This is an optimization exercise on Yosys and OpenROAD, whose aim is a short achievable clock period and few clock cycles per item, not a production implementation. The RTL was checked by simulation tests, not by an equivalence proof against the original design. No activity file was given, so power comes from the tool's default toggle rates.

==> flow/design.v (outline; a module is shown in full before it is edited, if it fits) <==
// module hand_landmark_gesture_tracker_unit: 1310 lines
module hand_landmark_gesture_tracker_unit
#(
  parameter int COORD_BITS = COORD_BITS_DEF
) (
  input  logic                          clk_i,
  input  logic                          rst_ni,
  input  logic                          cfg_we_i,
  input  logic [CFG_IDX_W-1:0]          cfg_index_i,
  input  logic [CFG_DATA_W-1:0]         cfg_data_i,
  input  logic                          in_valid_i,
  output logic                          in_stall_o,
  input  logic [1:0]                    func_i,
  input  logic [POINT_IDX_W-1:0]        point_index_i,
  input  logic signed [COORD_BITS-1:0]  point_x_i,
  input  logic signed [COORD_BITS-1:0]  point_y_i,
  input  logic                          last_i,
  output logic                          out_valid_o,
  input  logic                          out_stall_i,
  output logic                          hand_detected_o,
  output logic                          painting_o,
  output logic                          erasing_o,
  output logic [FINGER_W-1:0]           finger_count_o,
  output logic signed [COORD_BITS-1:0]  eraser_x_o,
  output logic signed [COORD_BITS-1:0]  eraser_y_o,
  output logic [RADIUS_W-1:0]           eraser_radius_o,
  output logic                          track_valid_o,
  output logic [DIM_W-1:0]              search_x_o,
  output logic [DIM_W-1:0]              search_y_o,
  output logic [DIM_W-1:0]              search_w_o,
  output logic [DIM_W-1:0]              search_h_o
);
  // ...
==> flow/flow/run.sh <==
#!/bin/bash
set -uo pipefail
bash standard.sh MATCH_CELL_FOOTPRINT=0 SETUP_SLACK_MARGIN=9 finish > flow_standard.log 2>&1
==> flow/standard.sh <==
#!/bin/bash
# synth_recipe.tcl (not shown) runs the flow's synth.tcl, then flattens the netlist and writes it again
# the make line also repeats each setting of config.mk as NAME=value (left out here)
make -C /OpenROAD-flow-scripts/flow DESIGN_CONFIG=/design/flow/config.mk WORK_HOME=/design/flow/orfs CLKGATE_MAP_FILE= SYNTH_SCRIPT=/design/flow/synth_recipe.tcl "${@:-finish}"
==> flow/config.mk <==
export PLATFORM = sky130hd
export DESIGN_NAME = hand_landmark_gesture_tracker_unit
export DESIGN_NICKNAME = hand_landmark_gesture_tracker_unit
export VERILOG_FILES = /design/flow/design.v
export SDC_FILE = /design/flow/constraint.sdc
export NUM_CORES = 4
export LEC_CHECK = 0
export ABC_CLOCK_PERIOD_IN_PS = 3000
export CAP_MARGIN = 20
export CORE_MARGIN = 2
export CORE_UTILIZATION = 50
export SLEW_MARGIN = 20
==> flow/constraint.sdc <==
create_clock -name core_clock -period 13.0 [get_ports {clk_i}]
set_input_delay 2.6000 -clock core_clock [delete_from_list [all_inputs] [get_ports {clk_i}]]
set_output_delay 2.6000 -clock core_clock [all_outputs]
set_load 0.01 [all_outputs]
==> run_summary.xml, run 1 <==
<?xml version="1.0" encoding="UTF-8"?>
<metrics>
  <group name="synthesis">
    <metric name="synth_compound_gate_area_share" unit="">0.0761</metric>
    <metric name="sequential_cell_area_fraction_in_the_yosys_report" unit="">0.452</metric>
    <metric name="synth_area_leaders" unit="">sky130_fd_sc_hd__dfxtp_1 27%, sky130_fd_sc_hd__edfxtp_1 18%, sky130_fd_sc_hd__ha_1 13%</metric>
    <metric name="netlist_area" unit="sq mm">0.236</metric>
    <metric name="synth_async_sr_flop_share" unit="">0.0111</metric>
    <metric name="post-synth-top-count-cell" unit="">sky130_fd_sc_hd__dfxtp_1</metric>
  </group>
  <group name="detailed_routing">
    <metric name="drt_drc_violations_left" unit="">0</metric>
    <metric name="num_vias" unit="">156052</metric>
    <metric name="wirelength_met1" unit="microns">295000</metric>
    <metric name="top_routing_layer_in_use" unit="">met5</metric>
    <metric name="wl_cell" unit="microns">23.8</metric>
    <metric name="dr.pass1.iters" unit="">7</metric>
  </group>
  <group name="critical_path">
    <metric name="endpoint" unit="">out_q[22]</metric>
    <metric name="crit_arrival" unit="ns">5.79</metric>
    <metric name="worst_path_largest_cell_delay" unit="ns">0.49</metric>
    <metric name="cp-end-kind" unit="">flop</metric>
    <metric name="start_kind" unit="">flop</metric>
  </group>
  <group name="pwr">
    <metric name="netSwitchingFraction" unit="">0.349</metric>
    <metric name="p_leak" unit="nW">121</metric>
    <metric name="pwr-share-comb" unit="">0.372</metric>
  </group>
  <group name="cells_and_area">
    <metric name="largest_class" unit="">multi-input combinational cells</metric>
    <metric name="seq_cell_count" unit="">4612</metric>
    <metric name="stdcell_area" unit="sq mm">0.273</metric>
    <metric name="layout.non_clock_inverters" unit="">2746</metric>
    <metric name="final_layout_net_count" unit="">25224</metric>
  </group>
  <group name="run_status">
    <metric name="outcome" unit="">finished clean</metric>
  </group>
  <group name="clocking">
    <metric name="postCtsSetupRepairBufs" unit="">308</metric>
  </group>
  <group name="floorplanning">
    <metric name="initial_core_util" unit="">0.502</metric>
    <metric name="rows" unit="">252</metric>
    <metric name="design.die.area" unit="sq mm">0.478</metric>
  </group>
  <group name="worst_hold_path">
    <metric name="timing.hold.worst.start" unit="">s6_p9y[7]</metric>
  </group>
  <group name="sta">
    <metric name="setup_violations" unit="">0</metric>
    <metric name="timing_worst_slew_pin_value" unit="ns">1.15</metric>
    <metric name="setup_ws" unit="ns">8.12</metric>
    <metric name="fin_worst_hold_slack" unit="ns">0.283</metric>
  </group>
  <group name="placement">
    <metric name="placement.io_buffers" unit="">154</metric>
  </group>
  <group name="global_routing">
    <metric name="antenna_found_initial" unit="">63</metric>
  </group>
</metrics>
Testbench counts, summed over its fixed seeds: cycles 15,152, items 15,000.
==> run 2: changes to the inputs <==
--- a/flow/design.v
+++ b/flow/design.v
@@ -1314,17 +1314,17 @@
     end
   end
   logic        r2_v;
   logic        r2_det, r2_paint, r2_erase, r2_tv;
   logic [2:0]  r2_fing;
   logic signed [13:0] r2_ex, r2_ey;
   logic [13:0] r2_rad;
   logic [11:0] r2_sx, r2_sy;
-  logic [14:0] r2_ew, r2_eh;
+  logic [14:0] r2_ew, r2_eh, r2_aw, r2_ah;
   wire  [12:0] r1_sxs = {1'b0, bx_q} - {1'b0, pw_q};
   wire  [12:0] r1_sys = {1'b0, by_q} - {1'b0, ph_q};
   always_ff @(posedge clk_i) begin
     if (!alive_q) r2_v <= 1'b0;
     else r2_v <= r1_v;
   end
   always_ff @(posedge clk_i) begin
     r2_det   <= det_q;
@@ -1333,20 +1333,20 @@
     r2_tv    <= tv_q;
     r2_fing  <= fing_q;
     r2_ex    <= ctr_x_q;
     r2_ey    <= ctr_y_q;
     r2_rad   <= (det_q && erase_q) ? rad_q : 14'd0;
     r2_sx    <= r1_sxs[12] ? 12'd0 : r1_sxs[11:0];
     r2_sy    <= r1_sys[12] ? 12'd0 : r1_sys[11:0];
     r2_ew    <= {3'd0, bw_q} + {2'd0, pw_q, 1'b0};
+    r2_aw    <= r1_sxs[12] ? {3'd0, cfg_w_q} : {3'd0, cfg_w_q} - {3'd0, bx_q} + {3'd0, pw_q};
+    r2_ah    <= r1_sys[12] ? {3'd0, cfg_h_q} : {3'd0, cfg_h_q} - {3'd0, by_q} + {3'd0, ph_q};
     r2_eh    <= {3'd0, bh_q} + {2'd0, ph_q, 1'b0};
   end
-  wire [14:0] r2_aw = {3'd0, cfg_w_q} - {3'd0, r2_sx};
-  wire [14:0] r2_ah = {3'd0, cfg_h_q} - {3'd0, r2_sy};
   wire [14:0] r2_sw = ($signed(r2_aw) < $signed(r2_ew)) ? r2_aw : r2_ew;
   wire [14:0] r2_sh = ($signed(r2_ah) < $signed(r2_eh)) ? r2_ah : r2_eh;
   wire [RES_W-1:0] r2_res = {r2_det, r2_paint, r2_erase, r2_fing, r2_ex, r2_ey, r2_rad, r2_tv,
                              r2_tv ? r2_sx : 12'd0, r2_tv ? r2_sy : 12'd0,
                              (r2_tv && !r2_sw[14]) ? r2_sw[11:0] : 12'd0,
                              (r2_tv && !r2_sh[14]) ? r2_sh[11:0] : 12'd0};
   logic [RES_W-1:0] fifo_q [OUT_DEPTH];
   logic [1:0] wr_ptr_q, rd_ptr_q;
==> run 2 against run 1 <==
Net effect: clock power barely moved; largest cell class unchanged; worst setup slack improved by 0.51 ns; first-iteration DRC count fell by 2.5%; critical path type unchanged; sequential power barely moved; critical endpoint is now s7_mxx[0][1]; combinational power fell by 2%; sequential cell count rose by 28; still clean; maximum frequency rose by 12%.
==> run_summary.xml, run 2 <==
<?xml version="1.0" encoding="UTF-8"?>
<metrics>
  <group name="synthesis">
    <metric name="synth_enable_flop_cells" unit="">1418</metric>
    <metric name="sequential_cell_area_fraction_in_the_yosys_report" unit="">0.451</metric>
    <metric name="synthTopCellsByCount" unit="">3171 x sky130_fd_sc_hd__dfxtp_1, 2795 x sky130_fd_sc_hd__inv_1, 2446 x sky130_fd_sc_hd__ha_1, 1418 x sky130_fd_sc_hd__edfxtp_1, 1275 x sky130_fd_sc_hd__nand2_1</metric>
    <metric name="synth_area_leader_cell" unit="">sky130_fd_sc_hd__dfxtp_1</metric>
    <metric name="post-synth-top-count-cell" unit="">sky130_fd_sc_hd__dfxtp_1</metric>
    <metric name="synth_flop_cell" unit="">sky130_fd_sc_hd__dfxtp_1</metric>
    <metric name="synth.yosys.warnings" unit="">15</metric>
    <metric name="synth_area_leaders" unit="">sky130_fd_sc_hd__dfxtp_1 27%, sky130_fd_sc_hd__edfxtp_1 18%, sky130_fd_sc_hd__ha_1 13%</metric>
    <metric name="netlist_area" unit="sq mm">0.238</metric>
    <metric name="synth_seq_cells" unit="">4640</metric>
    <metric name="syn_avg_cell_area" unit="sq um">11.3</metric>
    <metric name="postSynthNetCount" unit="">24580</metric>
    <metric name="yosysTopAreaCellShare" unit="">0.267</metric>
    <metric name="synth_async_sr_flop_share" unit="">0.0110</metric>
    <metric name="synth.distinct_cells" unit="">106</metric>
    <metric name="syn_inst" unit="">21048</metric>
  </group>
  <group name="clocking">
    <metric name="numCtsBuffers" unit="">481</metric>
    <metric name="ctsHtreeMaxLevel" unit="">5</metric>
    <metric name="hold_buffers" unit="">0</metric>
    <metric name="clockRootBuffer" unit="">sky130_fd_sc_hd__clkbuf_16</metric>
    <metric name="cts_tree" unit="">yes</metric>
    <metric name="clk_pin_slew" unit="ns">0.07</metric>
    <metric name="numClockSinks" unit="">4640</metric>
    <metric name="insertion_delay_to_the_later_sink_of_the_worst_skew_pair" unit="ns">1.04</metric>
    <metric name="cts.path.max_buffers" unit="">4</metric>
  </group>
  <group name="detailed_routing">
    <metric name="drt_drc_violations_left" unit="">0</metric>
    <metric name="postRouteWirelength" unit="microns">669000</metric>
    <metric name="detailedRoute.firstIterationViolations" unit="">11936</metric>
    <metric name="detail_route.vias_per_cell" unit="">5.49</metric>
    <metric name="detail-route-antenna-nets" unit="">0</metric>
    <metric name="num_vias" unit="">155987</metric>
    <metric name="dr.pass1.iters" unit="">8</metric>
    <metric name="wl_cell" unit="microns">23.6</metric>
  </group>
  <group name="sta">
    <metric name="clock_skew" unit="ns">0.0709</metric>
    <metric name="max_clk_rate" unit="MHz">229</metric>
    <metric name="relSlewSlack" unit="">0.0957</metric>
    <metric name="period_minus_slack" unit="ns">4.37</metric>
    <metric name="setup_ws" unit="ns">8.63</metric>
    <metric name="tns" unit="ns">0</metric>
    <metric name="timing_worst_slew_pin_value" unit="ns">1.34</metric>
    <metric name="finalHoldViolCount" unit="">0</metric>
    <metric name="fin_crit_sh" unit="">0.336</metric>
    <metric name="setup_violations" unit="">0</metric>
    <metric name="rsz0062_at_grt" unit="">true</metric>
    <metric name="timing.final.max_slew_violations" unit="">0</metric>
  </group>
  <group name="cells_and_area">
    <metric name="final_layout_net_count" unit="">25228</metric>
    <metric name="number_of_standard_cells_in_the_final_layout_excluding_fillers" unit="">28399</metric>
    <metric name="post_route_cells_drive_above_1_share" unit="">0.149</metric>
    <metric name="layout.cells.most_common_list" unit="">3028 x sky130_fd_sc_hd__dfxtp_1, 2740 x sky130_fd_sc_hd__inv_1, 2331 x sky130_fd_sc_hd__ha_1</metric>
    <metric name="leading_cell_type_in_the_layout_fill_and_taps_excluded" unit="">sky130_fd_sc_hd__dfxtp_1</metric>
    <metric name="largest_registers" unit="">mem_x: 448 flops, mem_y: 448 flops, fifo_q: 388 flops</metric>
    <metric name="area_growth_syn_to_layout" unit="%">14.8</metric>
  </group>
  <group name="worst_hold_path">
    <metric name="min_path_cells" unit="">0</metric>
    <metric name="worstHoldEndpoint" unit="">c11_p9x[0]</metric>
    <metric name="timing.hold.worst.start" unit="">c10_p9x[0]</metric>
    <metric name="hold_path.class" unit="">reg2reg</metric>
  </group>
  <group name="critical_path">
    <metric name="cp-end-kind" unit="">flop</metric>
    <metric name="cp_max_fo" unit="">7</metric>
    <metric name="crit_arrival" unit="ns">5.29</metric>
    <metric name="required" unit="ns">13.92</metric>
    <metric name="start_kind" unit="">flop</metric>
    <metric name="reg2reg_slack" unit="ns">8.63</metric>
    <metric name="r2r-start" unit="">s6_mxx[3][7]</metric>
    <metric name="criticalPathCategory" unit="">reg2reg</metric>
    <metric name="worst_reg2reg_endpoint" unit="">s7_mxx[0][1]</metric>
    <metric name="worst-r2r-cell-count" unit="">25</metric>
  </group>
  <group name="pwr">
    <metric name="pwr_density_cell" unit="mW/mm^2">188</metric>
    <metric name="p_leak" unit="nW">121</metric>
    <metric name="peakVddDrop" unit="mV">0.386</metric>
    <metric name="fin_total_pwr" unit="mW">51.4</metric>
  </group>
  <group name="global_routing">
    <metric name="grt_start_max_net_pins" unit="">76</metric>
    <metric name="first_global_vias" unit="">153883</metric>
    <metric name="wire_length_of_the_first_global_routing_pass" unit="microns">988000</metric>
    <metric name="aggregate_global_routing_overflow" unit="">0</metric>
    <metric name="antenna_found_initial" unit="">71</metric>
    <metric name="groute.usage.overall" unit="">0.272</metric>
  </group>
  <group name="placement">
    <metric name="placement.io_buffers" unit="">154</metric>
    <metric name="gpl.final_weighted_congestion" unit="">0.943</metric>
    <metric name="dpl_wire_length" unit="microns">503000</metric>
    <metric name="placed_cell_count" unit="">27031</metric>
    <metric name="place_worst_setup_slack" unit="ns">7.44</metric>
  </group>
  <group name="run">
    <metric name="number_of_max_cap_violations" unit="">0</metric>
  </group>
  <group name="floorplanning">
    <metric name="die-height" unit="microns">694</metric>
    <metric name="design.die.area" unit="sq mm">0.482</metric>
    <metric name="coreArea" unit="sq mm">0.475</metric>
    <metric name="num_io_pins" unit="">155</metric>
    <metric name="width_of_the_die" unit="microns">694</metric>
    <metric name="rows" unit="">253</metric>
    <metric name="initial_core_util" unit="">0.502</metric>
  </group>
  <group name="run_status">
    <metric name="outcome" unit="">finished clean</metric>
  </group>
</metrics>
## run 2: cell count changes after synthesis, moves of 63 or more
cell | before | now
sky130_fd_sc_hd__mux2_2 | 333 | 433
sky130_fd_sc_hd__inv_1 | 2732 | 2795
sky130_fd_sc_hd__a21o_1 | 397 | 327
sky130_fd_sc_hd__mux2i_1 | 718 | 811
sky130_fd_sc_hd__nand2_1 | 1520 | 1275
## run 2: worst max-delay path by stage
stage | from | end | slack, ns | depth (start not counted)
3_5_place_dp | out_stall_i | out_q[37] | 7.44 | 5
2_1_floorplan | func_i[0] | in_stall_q | 8.34 | 12
5_1_grt | s6_mxx[0][1] | s7_mxx[0][2] | 8.47 | 22
3_3_place_gp | out_stall_i | out_q[23] | 7.48 | 5
4_1_cts | out_q[64] | eraser_y_o[1] | 8.60 | 1
6_report | s6_mxx[3][7] | s7_mxx[0][1] | 8.63 | 25
## run 2: logic make-up (layout without fill, tap and decap cells)
logic type               after synthesis  count (layout)  share of synthesized area
AND/OR/NAND/NOR                     4813            4820                      0.102
buffers and inverters               3410            4472                     0.0543
flip-flops                          4640            4640                      0.451
other                                  1              26                  0.0000157
multiplexers                        1628            1628                     0.0908
XOR/XNOR                             437             437                     0.0161
adder cells (fa/ha/maj)             3476            3476                      0.215
AO/OA/AOI/OAI                       2643            2653                     0.0714
## run 2: layer usage
layer / routed length (microns) / track usage / share of wire / vias to the layer above
met5: 141 / 0 / 0.00021 / -
met2: 298000 / 0.427 / 0.45 / 4434
met1: 303000 / 0.386 / 0.45 / 77274
met3: 38600 / 0.0333 / 0.058 / 1134
li1: - / - / - / 73123
met4: 29400 / 0.104 / 0.044 / 22
## run 2: what timing repair did
action / in CTS / in global routing
cloned: 20 / 9
gates resized for setup: 924 / 429
setup buffers: 267 / 132
endpoints found under the setup margin: 1153 / 952
pin swaps: 209 / 226
## run 2: area by class of cell
type | count | area, sq um
clock buffers | 637 | 13500
diodes | 25 | 62.6
multi-input cells | 13015 | 124000
clock inverters | 277 | 3430
well taps | 6247 | 7820
inverters | 2806 | 10600
flip-flops and latches | 4640 | 108000
fillers | 39443 | 201000
repair buffers | 752 | 6640
## run 2: power breakdown
group	switching (mW)	internal [mW]	total [mW]
clock network	6.09	8.45	14.5
logic	10.6	8.20	18.8
registers	1.14	17.0	18.1
total	17.8	33.6	51.4
## run 2: worst max-delay path: stages, from the launching register on
cell	delay, ns
sky130_fd_sc_hd__dfxtp_2	0.33
sky130_fd_sc_hd__inv_2	0.04
sky130_fd_sc_hd__ha_4	0.20
sky130_fd_sc_hd__a21o_1	0.18
sky130_fd_sc_hd__a21o_1	0.15
sky130_fd_sc_hd__a21o_1	0.15
sky130_fd_sc_hd__a21o_1	0.15
sky130_fd_sc_hd__a21o_1	0.16
sky130_fd_sc_hd__a21oi_2	0.12
sky130_fd_sc_hd__nand3_1	0.08
sky130_fd_sc_hd__o211ai_1	0.22
sky130_fd_sc_hd__buf_4	0.20
sky130_fd_sc_hd__mux2i_1	0.47
sky130_fd_sc_hd__inv_1	0.11
sky130_fd_sc_hd__ha_1	0.22
sky130_fd_sc_hd__nor2b_1	0.11
sky130_fd_sc_hd__o21a_1	0.12
sky130_fd_sc_hd__o21a_1	0.12
sky130_fd_sc_hd__o21ai_2	0.05
sky130_fd_sc_hd__nand2b_1	0.08
sky130_fd_sc_hd__a21oi_2	0.06
sky130_fd_sc_hd__o21ai_2	0.12
sky130_fd_sc_hd__o311ai_2	0.11
sky130_fd_sc_hd__a31oi_4	0.29
sky130_fd_sc_hd__buf_12	0.18
sky130_fd_sc_hd__mux2i_1	0.22
## run 2: per-stage QoR
step / hold WS (ns) / utilization / area, sq um
2_1_floorplan: 0.310 / - / 239000
3_3_place_gp: 0.310 / 0.523 / 248000
3_5_place_dp: 0.312 / 0.523 / 248000
4_1_cts: 0.258 / 0.570 / 270000
5_1_grt: 0.264 / 0.576 / 273000
6_report: 0.280 / 0.576 / 273000
Testbench counts of run 2, summed over its fixed seeds: cycles 15,152, items 15,000.
==> run 3: changes to the inputs <==
--- a/flow/config.mk
+++ b/flow/config.mk
@@ -8,5 +8,6 @@
 export ABC_CLOCK_PERIOD_IN_PS = 3000
 export CAP_MARGIN = 20
 export CORE_MARGIN = 2
-export CORE_UTILIZATION = 50
+export CORE_UTILIZATION = 65
+export PLACE_DENSITY = 0.75
 export SLEW_MARGIN = 20
==> run 3 against run 2 <==
Net effect: still clean on timing, DRC and antenna; worst setup slack worse by 0.19 ns; area after synthesis is the same; hold slack gained 0.011 ns; clock skew about the same; final cell count shrank 5.5%; combinational power barely moved; register-to-register slack worse by 0.19 ns; clock-buffer cell count fell by 16; via count is 1.3% higher; critical endpoint is now s7_mny[0][11]; largest power group unchanged.
==> run_summary.xml, run 3 <==
<?xml version="1.0" encoding="UTF-8"?>
<metrics>
  <group name="floorplanning">
    <metric name="initial_core_util" unit="">0.652</metric>
    <metric name="rows" unit="">222</metric>
    <metric name="die-height" unit="microns">609</metric>
    <metric name="num_io_pins" unit="">155</metric>
    <metric name="design.die.area" unit="sq mm">0.371</metric>
    <metric name="width_of_the_die" unit="microns">609</metric>
    <metric name="coreArea" unit="sq mm">0.365</metric>
  </group>
  <group name="sta">
    <metric name="timing_worst_slew_pin_value" unit="ns">1.15</metric>
    <metric name="finalHoldViolCount" unit="">0</metric>
    <metric name="fin_crit_sh" unit="">0.350</metric>
    <metric name="clock_skew" unit="ns">0.0710</metric>
    <metric name="setup_violations" unit="">0</metric>
    <metric name="timing.final.max_slew_violations" unit="">0</metric>
    <metric name="fin_worst_hold_slack" unit="ns">0.291</metric>
    <metric name="period_minus_slack" unit="ns">4.55</metric>
    <metric name="relSlewSlack" unit="">0.233</metric>
    <metric name="tns" unit="ns">0</metric>
    <metric name="rsz0062_at_grt" unit="">true</metric>
    <metric name="max_clk_rate" unit="MHz">220</metric>
  </group>
  <group name="global_routing">
    <metric name="grt_start_max_net_pins" unit="">141</metric>
    <metric name="wire_length_of_the_first_global_routing_pass" unit="microns">961000</metric>
    <metric name="groute.usage.overall" unit="">0.343</metric>
    <metric name="antenna_found_initial" unit="">76</metric>
    <metric name="aggregate_global_routing_overflow" unit="">0</metric>
    <metric name="first_global_vias" unit="">156994</metric>
  </group>
  <group name="cells_and_area">
    <metric name="final_layout_net_count" unit="">25110</metric>
    <metric name="largest_registers" unit="">mem_x: 448 flops, mem_y: 448 flops, fifo_q: 388 flops</metric>
    <metric name="leading_cell_type_in_the_layout_fill_and_taps_excluded" unit="">sky130_fd_sc_hd__dfxtp_1</metric>
    <metric name="layout.cells.most_common_list" unit="">3041 x sky130_fd_sc_hd__dfxtp_1, 2743 x sky130_fd_sc_hd__inv_1, 2329 x sky130_fd_sc_hd__ha_1</metric>
    <metric name="number_of_standard_cells_in_the_final_layout_excluding_fillers" unit="">26842</metric>
    <metric name="post_route_cells_drive_above_1_share" unit="">0.142</metric>
    <metric name="area_growth_syn_to_layout" unit="%">13.3</metric>
  </group>
  <group name="synthesis">
    <metric name="sequential_cell_area_fraction_in_the_yosys_report" unit="">0.451</metric>
    <metric name="syn_avg_cell_area" unit="sq um">11.3</metric>
    <metric name="synth.yosys.warnings" unit="">15</metric>
    <metric name="netlist_area" unit="sq mm">0.238</metric>
    <metric name="synthTopCellsByCount" unit="">3171 x sky130_fd_sc_hd__dfxtp_1, 2795 x sky130_fd_sc_hd__inv_1, 2446 x sky130_fd_sc_hd__ha_1, 1418 x sky130_fd_sc_hd__edfxtp_1, 1275 x sky130_fd_sc_hd__nand2_1</metric>
    <metric name="synth_area_leader_cell" unit="">sky130_fd_sc_hd__dfxtp_1</metric>
    <metric name="syn_inst" unit="">21048</metric>
    <metric name="synth.distinct_cells" unit="">106</metric>
    <metric name="synth_async_sr_flop_share" unit="">0.0110</metric>
    <metric name="yosysTopAreaCellShare" unit="">0.267</metric>
    <metric name="synth_area_leaders" unit="">sky130_fd_sc_hd__dfxtp_1 27%, sky130_fd_sc_hd__edfxtp_1 18%, sky130_fd_sc_hd__ha_1 13%</metric>
    <metric name="synth_seq_cells" unit="">4640</metric>
    <metric name="postSynthNetCount" unit="">24580</metric>
    <metric name="post-synth-top-count-cell" unit="">sky130_fd_sc_hd__dfxtp_1</metric>
    <metric name="synth_enable_flop_cells" unit="">1418</metric>
    <metric name="synth_flop_cell" unit="">sky130_fd_sc_hd__dfxtp_1</metric>
  </group>
  <group name="detailed_routing">
    <metric name="num_vias" unit="">158079</metric>
    <metric name="dr.pass1.iters" unit="">7</metric>
    <metric name="detail-route-antenna-nets" unit="">0</metric>
    <metric name="wl_cell" unit="microns">24.1</metric>
    <metric name="detail_route.vias_per_cell" unit="">5.89</metric>
    <metric name="detailedRoute.firstIterationViolations" unit="">14836</metric>
    <metric name="drt_drc_violations_left" unit="">0</metric>
    <metric name="postRouteWirelength" unit="microns">647000</metric>
  </group>
  <group name="pwr">
    <metric name="peakVddDrop" unit="mV">0.717</metric>
    <metric name="p_leak" unit="nW">120</metric>
    <metric name="pwr_density_cell" unit="mW/mm^2">189</metric>
  </group>
  <group name="critical_path">
    <metric name="critPathBufInv" unit="">2</metric>
    <metric name="worstPathCellList" unit="">ha_4 &gt; a21o_1 &gt; a21o_1 &gt; a2111o_1 &gt; a211oi_2 &gt; o21a_1 &gt; nor2_4 &gt; mux2i_2 &gt; ha_1 &gt; a21o_1 &gt; a21o_1 &gt; a21o_1 &gt; a21o_1 &gt; a21oi_2 &gt; o211ai_1 &gt; a211oi_4 &gt; buf_6 &gt; o221ai_4 &gt; buf_4 &gt; a31oi_4</metric>
    <metric name="required" unit="ns">13.92</metric>
    <metric name="most_frequent_cell_on_the_critical_path" unit="">sky130_fd_sc_hd__a21o_1</metric>
    <metric name="cp-end-kind" unit="">flop</metric>
    <metric name="cp_max_fo" unit="">7</metric>
    <metric name="worst_path_largest_cell_delay" unit="ns">0.45</metric>
    <metric name="crit_arrival" unit="ns">5.48</metric>
    <metric name="crit_path_top_delay_cell" unit="">sky130_fd_sc_hd__a2111o_1</metric>
    <metric name="path_delay_family" unit="">compound AO/OA/AOI/OAI gates</metric>
    <metric name="start_kind" unit="">flop</metric>
    <metric name="criticalPathCategory" unit="">reg2reg</metric>
  </group>
  <group name="clocking">
    <metric name="clk_pin_slew" unit="ns">0.07</metric>
    <metric name="cts_tree" unit="">yes</metric>
    <metric name="insertion_delay_to_the_later_sink_of_the_worst_skew_pair" unit="ns">1.01</metric>
    <metric name="cts.path.max_buffers" unit="">4</metric>
    <metric name="numClockSinks" unit="">4640</metric>
    <metric name="numCtsBuffers" unit="">459</metric>
    <metric name="clockRootBuffer" unit="">sky130_fd_sc_hd__clkbuf_16</metric>
    <metric name="ctsHtreeMaxLevel" unit="">5</metric>
  </group>
  <group name="run_status">
    <metric name="outcome" unit="">finished clean</metric>
  </group>
  <group name="placement">
    <metric name="dpl_wire_length" unit="microns">479000</metric>
    <metric name="placed_cell_count" unit="">25594</metric>
    <metric name="placement.io_buffers" unit="">154</metric>
    <metric name="gpl.final_weighted_congestion" unit="">1.01</metric>
  </group>
  <group name="run">
    <metric name="number_of_max_cap_violations" unit="">0</metric>
  </group>
  <group name="worst_hold_path">
    <metric name="hold_path.class" unit="">reg2reg</metric>
  </group>
</metrics>
==> run 3: cell counts after synthesis <==
No cell type changed its count.
==> run 3: path summary, 6_finish.rpt <==
check	from	end	slack, ns	cells after the start
max	s6_mny[2][7]	s7_mny[0][11]	8.45	20
min	c9_p9y[12]	c10_p9y[12]	0.29	0
max reg2reg	s6_mny[2][7]	s7_mny[0][11]	8.45	20
min reg2reg	c9_p9y[12]	c10_p9y[12]	0.29	0
max in group asynchronous	rst_ni	cfg_h_q[0]	10.62	2
min in group asynchronous	rst_ni	cfg_w_q[4]	1.79	2
==> run 3: power by group <==
part	total [mW]	switching (mW)	internal, mW
Sequential	18.0	1.02	17.0
Clock	14.1	5.88	8.17
Combinational	19.0	10.8	8.18
Total	51.0	17.7	33.3
==> run 3: cell type report <==
class / count / area [sq um]
Multi-Input combinational cell: 13016 / 124000
Inverter: 2806 / 10600
Clock buffer: 621 / 13200
Clock inverter: 244 / 3060
Tap cell: 4816 / 6030
Antenna cell: 44 / 110
Fill cell: 24310 / 95500
Timing Repair Buffer: 655 / 5660
Sequential cell: 4640 / 108000
==> run 3: cell families (layout without fill, tap and decap cells) <==
group | after synthesis | after routing | synth area share
mux | 1628 | 1628 | 0.0908
simple gates | 4813 | 4820 | 0.102
fa+ha+maj | 3476 | 3476 | 0.215
buf+inv | 3410 | 4326 | 0.0543
compound gates | 2643 | 2654 | 0.0714
flops | 4640 | 4640 | 0.451
xor+xnor | 437 | 437 | 0.0161
other cells | 1 | 45 | 0.0000157
==> run 3: stage by stage <==
| stage | util | area, sq um | setup slack, ns | total power, mW |
|---|---|---|---|---|
| 5_1_grt | 0.738 | 270000 | 8.36 | 54.9 |
| 2_1_floorplan | - | 239000 | 8.34 | 31.1 |
| 6_report | 0.739 | 270000 | 8.45 | 51.0 |
| 3_5_place_dp | 0.674 | 246000 | 7.48 | 36.4 |
| 3_3_place_gp | 0.674 | 246000 | 7.51 | 35.8 |
| 4_1_cts | 0.730 | 267000 | 8.58 | 51.1 |
==> run 3: routing by layer <==
metal,wire length [microns],vias up,track usage
met3,58700,1292,0.0677
met4,36200,26,0.164
met1,267000,77659,0.473
li1,-,72927,-
met2,285000,6175,0.524
met5,168,-,0
==> run 3: worst reg2reg max path, delay by kind of cell, from the launching register on <==
kind            cells  cell delay [ns]
fa+ha+maj           2             0.49
simple gates        1             0.09
flops               1             0.37
buf+inv             2             0.37
compound gates     14             2.92
mux                 1             0.23
==> run 3: repair_timing <==
action                                  4_1_cts  5_1_grt
gates cloned                                 18        9
hold buffers                                  0        0
resized for setup                           791      487
pin swaps                                   189      262
setup buffers                               197      113
endpoints found under the setup margin     1073     1032

[what the ideal ports hide]
Ports are ideal in the flow. The routed layouts listed here were re-timed in OpenROAD.
Step 1 assumes that a clkbuf_16 drives the clock port and a buf_2 every other input.
Step 2 also shifts input and output timing later by t, the mid clock arrival at the registers, as if the neighbouring blocks saw the same clock.
a / b / c = no drivers / after step 1 / after step 2; a / b = the first two.
run	shift t [ns]	setup slack, ns	clock arrival spread, ns	pins driven straight from the clock port
run 1	1.181	8.123 / 8.123 / 7.747	0.104 / 0.104	1
run 2	1.139	8.634 / 8.578 / 7.952	0.105 / 0.105	1
run 3	1.096	8.448 / 8.448 / 7.898	0.075 / 0.074	1
After both steps every run listed still meets setup and hold. The setup slack of run 2, which loses most, moves by -0.056 ns with the drivers and by -0.682 ns with both steps.
